Context: an optimization exercise on an open-source flow, tuned for a short achievable clock period and few clock cycles. The choices shown serve that exercise and are no tape-out recipe. No driver is modelled on the clock port, so clocking that relies on it looks cheaper here than on a real chip. Power is estimated from default activity; no workload was simulated.

==> trial 67 <==
// mipsCore
module mipsCore
(
    input  logic        clk,
    input  logic        rst,
    output logic [31:0] pcF,
    input  logic [31:0] instr,
    output logic        memWrite,
    output logic [31:0] dataAddr,
    output logic [31:0] writeData,
    input  logic [31:0] readData
);
==> flow/config.mk <==
export PLATFORM = sky130hd
export DESIGN_NAME = mipsCore
export DESIGN_NICKNAME = mipsCore
export VERILOG_FILES = /design/flow/design.v
export SDC_FILE = /design/flow/constraint.sdc
export NUM_CORES = 8
export LEC_CHECK = 0
export ABC_CLOCK_PERIOD_IN_PS = 2500
export CAP_MARGIN = 20
export CORE_MARGIN = 2
export CORE_UTILIZATION = 40
export SETUP_SLACK_MARGIN = 5
export SLEW_MARGIN = 20
export SYNTH_HIERARCHICAL = 1
export SYNTH_MINIMUM_KEEP_SIZE = 0
==> flow/constraint.sdc <==
create_clock -name core_clock -period 10.0 [get_ports {clk}]
set_input_delay 2.0000 -clock core_clock [delete_from_list [all_inputs] [get_ports {clk}]]
set_output_delay 2.0000 -clock core_clock [all_outputs]
set_load 0.01 [all_outputs]
standard.sh (not shown) runs the stock make flow with config.mk's settings and CLKGATE_MAP_FILE= SYNTH_SCRIPT=/design/flow/synth_recipe.tcl, a recipe that flattens the netlist after the stock synthesis.
==> flow/flow/run.sh <==
#!/bin/bash
set -euo pipefail
bash standard.sh SETUP_SLACK_MARGIN=6.8 finish > standard.log 2>&1
==> inputs of trial 87, as changes to trial 67 <==
==> flow/run.sh (new file) <==
#!/bin/bash
# synth_recipe.tcl (not shown) runs the flow's synth.tcl, then flattens the netlist and writes it again
# the make line also repeats each setting of config.mk as NAME=value (left out here)
make -C /OpenROAD-flow-scripts/flow DESIGN_CONFIG=/design/flow/config.mk WORK_HOME=/design/flow/orfs CLKGATE_MAP_FILE= SYNTH_SCRIPT=/design/flow/synth_recipe.tcl finish
removed: flow/flow/run.sh
removed: flow/standard.sh
==> qor summary <==
M3 GR Usage: trial 87 14.7%; trial 67 21.0%
Power per cell area: trial 87 203 nW/um2; trial 67 192 nW/um2
Post-route minimum period: trial 87 5170 ps; trial 67 3700 ps
Source-to-sink clock delay at the later pin of the worst-skew pair: trial 87 840 ps; trial 67 820 ps
Area overhead of the layout relative to synthesis: trial 87 15.2%; trial 67 32.3%
Unrepaired setup endpoints after global routing: trial 87 false; trial 67 true
Gr usage total: trial 87 35.7%; trial 67 39.9%
Routability Congestion: trial 87 0.986; trial 67 1.01
Total power of the final layout: trial 87 15.4 mW; trial 67 16.7 mW
Total of clock buffers placed in the layout: trial 87 181; trial 67 187
Outcome: trial 87 finished clean; trial 67 finished clean
Class of the most critical setup path: trial 87 register to register; trial 67 primary input to register
Clock share of power: trial 87 36.3%; trial 67 33.7%
Power share of the sequential group: trial 87 43.1%; trial 67 39.4%
No run of this note included a check of the RTL's function; only the layout flow was run.

* * *

==> v35 <==
mipsCore, a different RTL version from the one above (not shown whole).
clock: 10.0 ns
lec_check: 0
abc_clock_period_in_ps: 2500
cap_margin: 60
core_margin: 2
core_utilization: 50
setup_slack_margin: 5
slew_margin: 60
synth_hierarchical: 1
synth_minimum_keep_size: 0
==> flow/flow/run.sh <==
#!/bin/bash
set -euo pipefail
F=$PWD/flow
K=(MATCH_CELL_FOOTPRINT=0 "BUFFER_PORTS_ARGS=-buffer_cell sky130_fd_sc_hd__buf_4" FASTROUTE_TCL=$F/fastroute.tcl)
bash standard.sh SETUP_SLACK_MARGIN=5 POST_CTS_TCL=$F/ramp_cts.tcl "${K[@]}" cts > standard_cts.log 2>&1
bash standard.sh SETUP_SLACK_MARGIN=6.5 "${K[@]}" finish > standard_finish.log 2>&1
==> flow/flow/fastroute.tcl <==
set_global_routing_layer_adjustment met1 0.6
set_global_routing_layer_adjustment met2 0.3
set_global_routing_layer_adjustment met3-$::env(MAX_ROUTING_LAYER) 0.2

set_routing_layers -clock $::env(MIN_CLK_ROUTING_LAYER)-$::env(MAX_ROUTING_LAYER)
set_routing_layers -signal $::env(MIN_ROUTING_LAYER)-$::env(MAX_ROUTING_LAYER)
==> flow/flow/ramp_cts.tcl <==
# Timing repair in steps: each step repairs every endpoint below its margin,
# so a path that cannot be improved further stops only the last steps.
set_propagated_clock [all_clocks]
estimate_parasitics -placement
foreach m {5.8 6.0 6.2 6.3 6.4 6.5 6.6 6.7 6.8} {
  repair_timing -setup -setup_margin $m -repair_tns 100 -max_passes 50
  puts "ramp_cts margin $m: worst slack [worst_slack -max]"
}
detailed_placement
check_placement -verbose
estimate_parasitics -placement
puts "ramp_cts done: worst slack [worst_slack -max]"
==> v38 (differences from v35) <==
--- a/flow/design.v
+++ b/flow/design.v
@@ -75,76 +75,29 @@
         q <= d;
     end
 endmodule
 `default_nettype wire
 `timescale 1ns/100ps
 `default_nettype none
-module aoi22Bank #(
-    parameter int W = 32
-) (
-    input  logic [W-1:0] a0,
-    input  logic [W-1:0] a1,
-    input  logic [W-1:0] b0,
-    input  logic [W-1:0] b1,
-    output logic [W-1:0] y
-);
-    assign y = ~((a0 & a1) | (b0 & b1));
-endmodule
-module nand2Bank #(
-    parameter int W = 32
-) (
-    input  logic [W-1:0] a,
-    input  logic [W-1:0] b,
-    output logic [W-1:0] y
-);
-    assign y = ~(a & b);
-endmodule
-module nor2Bank #(
-    parameter int W = 32
-) (
-    input  logic [W-1:0] a,
-    input  logic [W-1:0] b,
-    output logic [W-1:0] y
-);
-    assign y = ~(a | b);
-endmodule
 module regRead
 (
     input  logic [1023:0] regs,      
-    input  logic [31:1]   valid,
-    input  logic [4:0]    addr,
-    output logic [31:0]   data
+    input  logic [31:1] valid,
+    input  logic [4:0]  addr,
+    output logic [31:0] data
 );
-    logic [31:0]  sel;
-    logic [511:0] t1;                
-    logic [255:0] t2;                
-    logic [127:0] t3;                
-    logic [63:0]  t4;                
+    logic [31:1] sel;
     always_comb begin
-        sel[0] = 1'b0;
         for (int i = 1; i < 32; i++) begin
             sel[i] = valid[i] && addr == 5'(i);
         end
+        data = '0;
+        for (int i = 1; i < 32; i++) begin
+            data = data | ({32{sel[i]}} & regs[32*i +: 32]);
+        end
     end
-    for (genvar j = 0; j < 16; j++) begin : l1
-        aoi22Bank g (
-            .a0 ({32{sel[2*j]}}),   .a1 (regs[32*(2*j) +: 32]),
-            .b0 ({32{sel[2*j+1]}}), .b1 (regs[32*(2*j+1) +: 32]),
-            .y  (t1[32*j +: 32])
-        );
-    end
-    for (genvar j = 0; j < 8; j++) begin : l2
-        nand2Bank g (.a(t1[64*j +: 32]), .b(t1[64*j+32 +: 32]), .y(t2[32*j +: 32]));
-    end
-    for (genvar j = 0; j < 4; j++) begin : l3
-        nor2Bank g (.a(t2[64*j +: 32]), .b(t2[64*j+32 +: 32]), .y(t3[32*j +: 32]));
-    end
-    for (genvar j = 0; j < 2; j++) begin : l4
-        nand2Bank g (.a(t3[64*j +: 32]), .b(t3[64*j+32 +: 32]), .y(t4[32*j +: 32]));
-    end
-    assign data = t4[31:0] | t4[63:32];
 endmodule
 `default_nettype wire
 `timescale 1ns/100ps
 `default_nettype none
 module muxBank #(
     parameter int W = 32
@@ -153,22 +106,12 @@
     input  logic [W-1:0] a,          
     input  logic [W-1:0] b,
     output logic [W-1:0] y
 );
     assign y = sel ? a : b;
 endmodule
-module selGate
-(
-    input  logic a,
-    input  logic b,
-    input  logic c,
-    input  logic d,
-    output logic y
-);
-    assign y = a && !b && !c && !d;
-endmodule
 module pcSelect
 (
     input  logic        redirect,    
     input  logic [31:0] alt,
     input  logic        hold,        
     input  logic        redirectD,   
@@ -183,22 +126,20 @@
     input  logic        brSign,
     input  logic [13:0] pcHiInc,     
     input  logic [13:0] pcHiDec,
     output logic [31:0] pcNext
 );
     logic        selJ;
-    logic [3:0]  selB;               
+    logic        selB;
     logic [31:0] other;              
     logic [13:0] hiC1;               
     logic [13:0] hiC0;               
     logic [13:0] brHi;
     logic [31:0] other2;             
     assign selJ = isJ && !hold && !redirect;
-    for (genvar k = 0; k < 4; k++) begin : selCopy
-        selGate g (.a(predT), .b(hold), .c(redirect), .d(redirectD), .y(selB[k]));
-    end
+    assign selB = predT && !hold && !redirect && !redirectD;
     assign other2 = redirect ? alt
                   : hold     ? pc
                   : selJ     ? {pc4[31:28], jIndex, 2'b00}
                   : pc4;
     muxBank #(.W(32)) dMux (
         .sel (redirectD),
@@ -211,16 +152,18 @@
     muxBank #(.W(14)) carryMux (
         .sel (brCarry),
         .a   (hiC1),
         .b   (hiC0),
         .y   (brHi)
     );
-    muxBank #(.W(8)) brMux0 (.sel(selB[0]), .a(brLo[7:0]),  .b(other[9:2]),   .y(pcNext[9:2]));
-    muxBank #(.W(8)) brMux1 (.sel(selB[1]), .a(brLo[15:8]), .b(other[17:10]), .y(pcNext[17:10]));
-    muxBank #(.W(7)) brMux2 (.sel(selB[2]), .a(brHi[6:0]),  .b(other[24:18]), .y(pcNext[24:18]));
-    muxBank #(.W(7)) brMux3 (.sel(selB[3]), .a(brHi[13:7]), .b(other[31:25]), .y(pcNext[31:25]));
+    muxBank #(.W(30)) brMux (
+        .sel (selB),
+        .a   ({brHi, brLo}),
+        .b   (other[31:2]),
+        .y   (pcNext[31:2])
+    );
     assign pcNext[1:0] = other[1:0];
 endmodule
 `default_nettype wire
 `timescale 1ns/100ps
 `default_nettype none
 module addKS #(
@@ -229,73 +172,34 @@
     input  logic [W-1:0] a,
     input  logic [W-1:0] b,
     input  logic         cin,
     output logic [W-1:0] s,
     output logic         cout
 );
-    logic [W-1:0] p;                 
-    logic [W-1:0] t;                 
-    logic [W-1:0] g;
-    logic [W-1:0] c;                 
-    pgGen    #(.W(W)) pg  (.a(a), .b(b), .p(p), .t(t), .g(g));
-    prefixKS #(.W(W)) pre (.p(t), .g(g), .cin(cin), .c(c), .cout(cout));
-    xorBank  #(.W(W)) sum (.a(p), .b(c), .y(s));
-endmodule
-module pgGen #(
-    parameter int W = 32
-) (
-    input  logic [W-1:0] a,
-    input  logic [W-1:0] b,
-    output logic [W-1:0] p,
-    output logic [W-1:0] t,
-    output logic [W-1:0] g
-);
-    assign p = a ^ b;
-    assign t = a | b;
-    assign g = a & b;
-endmodule
-module xorBank #(
-    parameter int W = 32
-) (
-    input  logic [W-1:0] a,
-    input  logic [W-1:0] b,
-    output logic [W-1:0] y
-);
-    assign y = a ^ b;
-endmodule
-module prefixKS #(
-    parameter int W = 32
-) (
-    input  logic [W-1:0] p,
-    input  logic [W-1:0] g,
-    input  logic         cin,
-    output logic [W-1:0] c,
-    output logic         cout
-);
     localparam int L = (W > 16) ? 5 : (W > 8) ? 4 : (W > 4) ? 3 : (W > 2) ? 2 : 1;
-    logic [W-1:0] gg [0:L];
-    logic [W-1:0] pp [0:L];
+    logic [W-1:0] g [0:L];
+    logic [W-1:0] p [0:L];
     always_comb begin
-        gg[0] = g;
-        pp[0] = p;
+        g[0] = a & b;
+        p[0] = a ^ b;
         for (int l = 0; l < L; l++) begin
             for (int i = 0; i < W; i++) begin
                 if (i >= (1 << l)) begin
-                    gg[l+1][i] = gg[l][i] | (pp[l][i] & gg[l][i - (1 << l)]);
-                    pp[l+1][i] = pp[l][i] & pp[l][i - (1 << l)];
+                    g[l+1][i] = g[l][i] | (p[l][i] & g[l][i - (1 << l)]);
+                    p[l+1][i] = p[l][i] & p[l][i - (1 << l)];
                 end else begin
-                    gg[l+1][i] = gg[l][i];
-                    pp[l+1][i] = pp[l][i];
+                    g[l+1][i] = g[l][i];
+                    p[l+1][i] = p[l][i];
                 end
             end
         end
-        c[0] = cin;
+        s[0] = p[0][0] ^ cin;
         for (int i = 1; i < W; i++) begin
-            c[i] = gg[L][i-1] | (pp[L][i-1] & cin);
+            s[i] = p[0][i] ^ (g[L][i-1] | (p[L][i-1] & cin));
         end
-        cout = gg[L][W-1] | (pp[L][W-1] & cin);
+        cout = g[L][W-1] | (p[L][W-1] & cin);
     end
 endmodule
 module aluCore
 (
     input  logic [31:0] a,
     input  logic [31:0] b,
@@ -527,13 +431,13 @@
     assign aD   = (weM && destM == rsD) ? resultM : rd1D;
     assign bD   = (weM && destM == rtD) ? resultM : rd2D;
     assign stallD = vD && loadDepD;
     logic        zeroChkD;
     logic        sumZeroD;
     logic        redirectD;
-    assign zeroChkD  = isBeqD && opAddE && !cinE && !memToRegE && !fwdAE && !fwdBE
+    assign zeroChkD  = isBeqD && opAddE && !memToRegE && !fwdAE && !fwdBE
                     && ((depAD && rtD == 5'd0) || (depBD && rsD == 5'd0));
     sumZero zeroChk (.a(aE), .b(opBE), .cin(cinE), .zero(sumZeroD));
     assign redirectD = vD && zeroChkD && !stallD && !redirectE && (sumZeroD != predTD);
     assign predTD = isBeqD && (instrD[15] || rsD == rtD);
     addKS #(.W(30)) brAdd (
         .a    (pc4D[31:2]),
@@ -549,30 +453,30 @@
         end else begin
             vE <= vD && !redirectE && !stallD;
         end
     end
     selReg fwdAReg0 (.clk(clk), .d(depAD),                 .q(fwdAQ[0]));
     selReg fwdBReg0 (.clk(clk), .d(depBD && !immD),         .q(fwdBQ[0]));
-    selReg invBReg0 (.clk(clk), .d(invD),                   .q(invBQ[0]));
+    selReg invBReg0 (.clk(clk), .d(depBD && !immD && invD), .q(invBQ[0]));
     selReg fwdAReg1 (.clk(clk), .d(depAD),                 .q(fwdAQ[1]));
     selReg fwdBReg1 (.clk(clk), .d(depBD && !immD),         .q(fwdBQ[1]));
-    selReg invBReg1 (.clk(clk), .d(invD),                   .q(invBQ[1]));
+    selReg invBReg1 (.clk(clk), .d(depBD && !immD && invD), .q(invBQ[1]));
     selReg fwdAReg2 (.clk(clk), .d(depAD),                 .q(fwdAQ[2]));
     selReg fwdBReg2 (.clk(clk), .d(depBD && !immD),         .q(fwdBQ[2]));
-    selReg invBReg2 (.clk(clk), .d(invD),                   .q(invBQ[2]));
+    selReg invBReg2 (.clk(clk), .d(depBD && !immD && invD), .q(invBQ[2]));
     selReg fwdAReg3 (.clk(clk), .d(depAD),                 .q(fwdAQ[3]));
     selReg fwdBReg3 (.clk(clk), .d(depBD && !immD),         .q(fwdBQ[3]));
-    selReg invBReg3 (.clk(clk), .d(invD),                   .q(invBQ[3]));
+    selReg invBReg3 (.clk(clk), .d(depBD && !immD && invD), .q(invBQ[3]));
     always_ff @(posedge clk) begin
         weE       <= weD;
         memToRegE <= isLwD;
         memWriteE <= isSwD;
         beqE      <= vD && !redirectE && !stallD && isBeqD && !zeroChkD;
         destE     <= destD;
         aE        <= aD;
-        opBE      <= immD ? immValD : bD;
+        opBE      <= immD ? immValD : invD ? ~bD : bD;
         rtE       <= bD;
         fwdAE     <= depAD;
         fwdBE     <= depBD && !immD;
         fwdRtE    <= depBD;
         swLoadE   <= isSwD && depBD && memToRegE;
         cinE      <= invD;
Settings changed: CAP_MARGIN 60 to 20, CORE_UTILIZATION 50 to 40, SLEW_MARGIN 60 to 20.
==> v25 (differences from v35) <==
--- a/flow/design.v
+++ b/flow/design.v
@@ -75,76 +75,29 @@
         q <= d;
     end
 endmodule
 `default_nettype wire
 `timescale 1ns/100ps
 `default_nettype none
-module aoi22Bank #(
-    parameter int W = 32
-) (
-    input  logic [W-1:0] a0,
-    input  logic [W-1:0] a1,
-    input  logic [W-1:0] b0,
-    input  logic [W-1:0] b1,
-    output logic [W-1:0] y
-);
-    assign y = ~((a0 & a1) | (b0 & b1));
-endmodule
-module nand2Bank #(
-    parameter int W = 32
-) (
-    input  logic [W-1:0] a,
-    input  logic [W-1:0] b,
-    output logic [W-1:0] y
-);
-    assign y = ~(a & b);
-endmodule
-module nor2Bank #(
-    parameter int W = 32
-) (
-    input  logic [W-1:0] a,
-    input  logic [W-1:0] b,
-    output logic [W-1:0] y
-);
-    assign y = ~(a | b);
-endmodule
 module regRead
 (
     input  logic [1023:0] regs,      
-    input  logic [31:1]   valid,
-    input  logic [4:0]    addr,
-    output logic [31:0]   data
+    input  logic [31:1] valid,
+    input  logic [4:0]  addr,
+    output logic [31:0] data
 );
-    logic [31:0]  sel;
-    logic [511:0] t1;                
-    logic [255:0] t2;                
-    logic [127:0] t3;                
-    logic [63:0]  t4;                
+    logic [31:1] sel;
     always_comb begin
-        sel[0] = 1'b0;
         for (int i = 1; i < 32; i++) begin
             sel[i] = valid[i] && addr == 5'(i);
         end
+        data = '0;
+        for (int i = 1; i < 32; i++) begin
+            data = data | ({32{sel[i]}} & regs[32*i +: 32]);
+        end
     end
-    for (genvar j = 0; j < 16; j++) begin : l1
-        aoi22Bank g (
-            .a0 ({32{sel[2*j]}}),   .a1 (regs[32*(2*j) +: 32]),
-            .b0 ({32{sel[2*j+1]}}), .b1 (regs[32*(2*j+1) +: 32]),
-            .y  (t1[32*j +: 32])
-        );
-    end
-    for (genvar j = 0; j < 8; j++) begin : l2
-        nand2Bank g (.a(t1[64*j +: 32]), .b(t1[64*j+32 +: 32]), .y(t2[32*j +: 32]));
-    end
-    for (genvar j = 0; j < 4; j++) begin : l3
-        nor2Bank g (.a(t2[64*j +: 32]), .b(t2[64*j+32 +: 32]), .y(t3[32*j +: 32]));
-    end
-    for (genvar j = 0; j < 2; j++) begin : l4
-        nand2Bank g (.a(t3[64*j +: 32]), .b(t3[64*j+32 +: 32]), .y(t4[32*j +: 32]));
-    end
-    assign data = t4[31:0] | t4[63:32];
 endmodule
 `default_nettype wire
 `timescale 1ns/100ps
 `default_nettype none
 module muxBank #(
     parameter int W = 32
@@ -153,22 +106,12 @@
     input  logic [W-1:0] a,          
     input  logic [W-1:0] b,
     output logic [W-1:0] y
 );
     assign y = sel ? a : b;
 endmodule
-module selGate
-(
-    input  logic a,
-    input  logic b,
-    input  logic c,
-    input  logic d,
-    output logic y
-);
-    assign y = a && !b && !c && !d;
-endmodule
 module pcSelect
 (
     input  logic        redirect,    
     input  logic [31:0] alt,
     input  logic        hold,        
     input  logic        redirectD,   
@@ -183,22 +126,20 @@
     input  logic        brSign,
     input  logic [13:0] pcHiInc,     
     input  logic [13:0] pcHiDec,
     output logic [31:0] pcNext
 );
     logic        selJ;
-    logic [3:0]  selB;               
+    logic        selB;
     logic [31:0] other;              
     logic [13:0] hiC1;               
     logic [13:0] hiC0;               
     logic [13:0] brHi;
     logic [31:0] other2;             
     assign selJ = isJ && !hold && !redirect;
-    for (genvar k = 0; k < 4; k++) begin : selCopy
-        selGate g (.a(predT), .b(hold), .c(redirect), .d(redirectD), .y(selB[k]));
-    end
+    assign selB = predT && !hold && !redirect && !redirectD;
     assign other2 = redirect ? alt
                   : hold     ? pc
                   : selJ     ? {pc4[31:28], jIndex, 2'b00}
                   : pc4;
     muxBank #(.W(32)) dMux (
         .sel (redirectD),
@@ -211,16 +152,18 @@
     muxBank #(.W(14)) carryMux (
         .sel (brCarry),
         .a   (hiC1),
         .b   (hiC0),
         .y   (brHi)
     );
-    muxBank #(.W(8)) brMux0 (.sel(selB[0]), .a(brLo[7:0]),  .b(other[9:2]),   .y(pcNext[9:2]));
-    muxBank #(.W(8)) brMux1 (.sel(selB[1]), .a(brLo[15:8]), .b(other[17:10]), .y(pcNext[17:10]));
-    muxBank #(.W(7)) brMux2 (.sel(selB[2]), .a(brHi[6:0]),  .b(other[24:18]), .y(pcNext[24:18]));
-    muxBank #(.W(7)) brMux3 (.sel(selB[3]), .a(brHi[13:7]), .b(other[31:25]), .y(pcNext[31:25]));
+    muxBank #(.W(30)) brMux (
+        .sel (selB),
+        .a   ({brHi, brLo}),
+        .b   (other[31:2]),
+        .y   (pcNext[31:2])
+    );
     assign pcNext[1:0] = other[1:0];
 endmodule
 `default_nettype wire
 `timescale 1ns/100ps
 `default_nettype none
 module addKS #(
@@ -229,73 +172,34 @@
     input  logic [W-1:0] a,
     input  logic [W-1:0] b,
     input  logic         cin,
     output logic [W-1:0] s,
     output logic         cout
 );
-    logic [W-1:0] p;                 
-    logic [W-1:0] t;                 
-    logic [W-1:0] g;
-    logic [W-1:0] c;                 
-    pgGen    #(.W(W)) pg  (.a(a), .b(b), .p(p), .t(t), .g(g));
-    prefixKS #(.W(W)) pre (.p(t), .g(g), .cin(cin), .c(c), .cout(cout));
-    xorBank  #(.W(W)) sum (.a(p), .b(c), .y(s));
-endmodule
-module pgGen #(
-    parameter int W = 32
-) (
-    input  logic [W-1:0] a,
-    input  logic [W-1:0] b,
-    output logic [W-1:0] p,
-    output logic [W-1:0] t,
-    output logic [W-1:0] g
-);
-    assign p = a ^ b;
-    assign t = a | b;
-    assign g = a & b;
-endmodule
-module xorBank #(
-    parameter int W = 32
-) (
-    input  logic [W-1:0] a,
-    input  logic [W-1:0] b,
-    output logic [W-1:0] y
-);
-    assign y = a ^ b;
-endmodule
-module prefixKS #(
-    parameter int W = 32
-) (
-    input  logic [W-1:0] p,
-    input  logic [W-1:0] g,
-    input  logic         cin,
-    output logic [W-1:0] c,
-    output logic         cout
-);
     localparam int L = (W > 16) ? 5 : (W > 8) ? 4 : (W > 4) ? 3 : (W > 2) ? 2 : 1;
-    logic [W-1:0] gg [0:L];
-    logic [W-1:0] pp [0:L];
+    logic [W-1:0] g [0:L];
+    logic [W-1:0] p [0:L];
     always_comb begin
-        gg[0] = g;
-        pp[0] = p;
+        g[0] = a & b;
+        p[0] = a ^ b;
         for (int l = 0; l < L; l++) begin
             for (int i = 0; i < W; i++) begin
                 if (i >= (1 << l)) begin
-                    gg[l+1][i] = gg[l][i] | (pp[l][i] & gg[l][i - (1 << l)]);
-                    pp[l+1][i] = pp[l][i] & pp[l][i - (1 << l)];
+                    g[l+1][i] = g[l][i] | (p[l][i] & g[l][i - (1 << l)]);
+                    p[l+1][i] = p[l][i] & p[l][i - (1 << l)];
                 end else begin
-                    gg[l+1][i] = gg[l][i];
-                    pp[l+1][i] = pp[l][i];
+                    g[l+1][i] = g[l][i];
+                    p[l+1][i] = p[l][i];
                 end
             end
         end
-        c[0] = cin;
+        s[0] = p[0][0] ^ cin;
         for (int i = 1; i < W; i++) begin
-            c[i] = gg[L][i-1] | (pp[L][i-1] & cin);
+            s[i] = p[0][i] ^ (g[L][i-1] | (p[L][i-1] & cin));
         end
-        cout = gg[L][W-1] | (pp[L][W-1] & cin);
+        cout = g[L][W-1] | (p[L][W-1] & cin);
     end
 endmodule
 module aluCore
 (
     input  logic [31:0] a,
     input  logic [31:0] b,
Settings changed: CAP_MARGIN 60 to 40, SLEW_MARGIN 60 to 50.
==> comparison table <==
| quantity | v25 | v38 | v35 |
|---|---|---|---|
| Combined area of the multi-input logic cells | 33210 um2 | 34660 um2 | 37930 um2 |
| Met1 track utilization from global routing | 74.95% | 62.73% | 66.71% |
| Core region area | 143300 um2 | 180200 um2 | 151900 um2 |
| Number of instances in the synthesized netlist | 6380 | 6461 | 6274 |
| Worst skew pair latency | 0.84 ns | 0.83 ns | 0.79 ns |
| Clock network fraction of design power | 33.8% | 34.1% | 33.5% |
| Sequential cell area | 38390 um2 | 38430 um2 | 38320 um2 |
| Setup Slack @ Placement | 5.284 ns | 5.125 ns | 5.359 ns |
| Run status | timing/DRC/antenna clean | timing/DRC/antenna clean | timing/DRC/antenna clean |
| Wire length of the first global-routing pass | 479600 um | 515800 um | 386800 um |
| Met3 wire length | 78550 um | 85880 um | 43800 um |
| Worst max-slew margin expressed relative to the limit | 41.27% | 15.73% | 59.77% |
| Antenna violations before repair | 43 | 48 | 20 |
| Per-cell via count in the routed design | 7.018 | 6.787 | 5.940 |
| Critical path's slowest cell | sky130_fd_sc_hd__a21oi_1 | sky130_fd_sc_hd__nand4_1 | sky130_fd_sc_hd__dfxtp_4 |
| # placed instances | 8246 | 8770 | 8738 |
| RD Place Congestion | 1.035 | 1.020 | 0.9823 |
| Final period demand of the worst path | 3.605 ns | 3.884 ns | 3.495 ns |
Function was not checked in any run of this note: the RTL went through the layout flow alone.

[re-timing with driven ports]
No port has a modelled driver above. Below, the same layouts with a new extraction and two added sets of constraints.
Step 1 (the two cells are an assumption about what drives the block):
set clk [get_ports {clk}]
set_driving_cell -lib_cell sky130_fd_sc_hd__clkbuf_16 $clk
set_driving_cell -lib_cell sky130_fd_sc_hd__buf_2 [delete_from_list [all_inputs] $clk]
Step 2 also shifts input and output timing later by t, the mid clock arrival at the registers, as if the neighbouring blocks saw the same clock.
Slacks: ideal ports / drivers / drivers and shift; pairs: ideal ports / drivers.
run | t, ns | setup slack, ns | worst setup path after step 2 | latest minus earliest clock arrival (ns)
trial 67 | 0.891 | 6.303 / 6.359 / 5.467 | input to register | 0.060 / 0.061
trial 87 | 0.894 | 4.831 / 4.831 / 4.471 | input to register | 0.042 / 0.042
v35 | 0.855 | 6.505 / 6.505 / 5.708 | input to register | 0.032 / 0.032
v38 | 0.895 | 6.116 / 6.116 / 5.690 | input to register | 0.066 / 0.065
v25 | 0.903 | 6.395 / 6.395 / 5.743 | input to register | 0.052 / 0.053
After both steps every run listed still meets setup and hold. For trial 67, which loses most, drivers alone change the setup slack by +0.056 ns; drivers and shift together by -0.836 ns.
